Context: an optimization exercise on an open-source flow, tuned for small area. The choices shown serve that exercise and are no tape-out recipe.
Function was checked by simulation only, so behaviour that the tests miss may differ from the original.
The flow treats the clock pin as an ideal source, which a real chip does not have.
No activity file was given, so power comes from the tool's default toggle rates.

==> flow/design.v (excerpt) <==
module session_stat_counters (
  input  logic                             clk_i,
  input  logic                             rst_ni,
  input  logic                             start,
  output logic                             busy,
  input  logic [ssc_pkg::ModeW-1:0]        mode_i,
  input  logic [ssc_pkg::AmountW-1:0]      amount_i,
  output logic                             valid_o,
  output logic                             accepted_o,
  output logic [ssc_pkg::AmountW-1:0]      total_value_o,
  output logic [ssc_pkg::ActiveW-1:0]      active_sessions_o,
  output logic                             saturated_o,
  input  logic                             cfg_valid_i,
  output logic                             cfg_ready_o,
  input  logic                             cfg_data_i
);
  localparam int N = ssc_pkg::NumTotals;
  localparam int W = ssc_pkg::AmountW;
  logic                          udp_q;
  logic                          s1_valid_q;
  logic [ssc_pkg::ModeW-1:0]     s1_mode_q;
  logic [W-1:0]                  s1_amount_q;
  logic [N-1:0][W-1:0]           mem;
  logic [N-1:0]                  vld_q;
  logic [N-1:0]                  sel_q;    
  logic [W-1:0]                  cur_total;
  logic [W-1:0]                  sum;
  logic                          carry;
  logic                          hits_top;
  logic                          ok;
  logic                          amount_is_one;
  logic [W-1:0]                  result;
  logic [ssc_pkg::GaugeW-1:0]    gauge_q;
  logic                          sat_q;
  logic                          valid_q;
  logic                          accepted_q;
  logic [W-1:0]                  total_q;
  logic                          wr_en;
  logic [N-1:0]                  we;
  assign busy        = 1'b0;
  assign cfg_ready_o = 1'b1;
  always_ff @(posedge clk_i or negedge rst_ni) begin
    if (!rst_ni) begin
      udp_q <= 1'b0;
    end else if (cfg_valid_i) begin
      udp_q <= cfg_data_i;
    end
  end
  always_ff @(posedge clk_i or negedge rst_ni) begin
    if (!rst_ni) begin
      s1_valid_q <= 1'b0;
    end else begin
      s1_valid_q <= start;
    end
  end
  ...
==> flow/config.mk <==
export PLATFORM = sky130hd
export DESIGN_NAME = session_stat_counters
export DESIGN_NICKNAME = session_stat_counters
export VERILOG_FILES = /design/flow/design.v
export SDC_FILE = /design/flow/constraint.sdc
export NUM_CORES = 4
export LEC_CHECK = 0
export CAP_MARGIN = 20
export CORE_MARGIN = 2
export CORE_UTILIZATION = 60
export SLEW_MARGIN = 20
export SYNTH_HIERARCHICAL = 1
export SYNTH_MINIMUM_KEEP_SIZE = 0
==> flow/constraint.sdc <==
create_clock -name core_clock -period 7.0 [get_ports {clk_i}]
set_input_delay 1.4000 -clock core_clock [delete_from_list [all_inputs] [get_ports {clk_i}]]
set_output_delay 1.4000 -clock core_clock [all_outputs]
set_load 0.01 [all_outputs]
standard.sh (not shown) runs the stock make flow with config.mk's settings and CLKGATE_MAP_FILE= SYNTH_SCRIPT=/design/flow/synth_recipe.tcl, a recipe that flattens the netlist after the stock synthesis.
==> flow/flow/run.sh <==
#!/bin/bash
# Standard layout with these changes:
#  - synthesis: synth_recipe.tcl with an area-oriented ABC script (flow/synth.tcl,
#    flow/area.abc); registers are untouched;
#  - CTS: clkbuf_8 clusters without dummy loads, slow leaves upsized after CTS
#    (flow/post_cts.tcl);
#  - minimum-size port buffers.
# Each step's full log stays under orfs/logs/; make's own output goes to flow_make.log.
set -euo pipefail
HERE=$(pwd)
export AREA_ABC_SCRIPT=$HERE/flow/area.abc
CTS="-sink_clustering_enable -repair_clock_nets -dont_use_dummy_load -buf_list sky130_fd_sc_hd__clkbuf_8 -root_buf sky130_fd_sc_hd__clkbuf_8 -sink_clustering_size 16 -sink_clustering_max_diameter 60"
bash standard.sh "SYNTH_SCRIPT=$HERE/flow/synth.tcl" "CTS_ARGS=$CTS" "POST_CTS_TCL=$HERE/flow/post_cts.tcl" \
  "BUFFER_PORTS_ARGS=-buffer_cell sky130_fd_sc_hd__buf_1" finish > flow_make.log 2>&1
Other scripts of this flow, unchanged in this note and not shown: flow/flow/area.abc, flow/flow/post_cts.tcl, flow/flow/synth.tcl
The first run finished with timing, DRC and antenna clean.
Edit:
CORE_UTILIZATION = 70   (was 60)
After rerunning: Count of clock-buffer cells in the layout stays the same. Combinational power stays flat. Global-route usage went up by 4.6 points. Die area went down by about a fifth. Power went down slightly. Cell count went down by a few percent. Utilization went up by 11 points. Sequential power barely changes. Via count went up slightly. Clock power went down by a few percent.

## static timing again, ports no longer ideal
How much do the figures lean on ideal ports? The routed layouts below were timed once more, with nothing changed but the port constraints.
Step 1: set_driving_cell puts a clkbuf_16 on clk_i and a buf_2 on each other input, an assumption about the parent block.
Step 2 adds t to the input delays and takes it off the output delays; t is the mean of the earliest and latest rising clock arrival at the registers after step 1. Input paths then give back, and output paths get back, about the clock's delay inside the block.
a / b / c = ideal ports / drivers / drivers and shift; a / b = the first two.
| run | t, ns | setup slack, ns | slew at the worst register clock pin (ns) | worst slew at a driven data input, ns |
|---|---|---|---|---|
| the first run | 0.653 | 0.609 / 0.609 / 0.609 | 0.11 / 0.11 | 0.05 |
| the second run | 0.635 | 0.509 / 0.509 / 0.509 | 0.10 / 0.10 | 0.04 |
After both steps setup and hold are still met in every run listed.
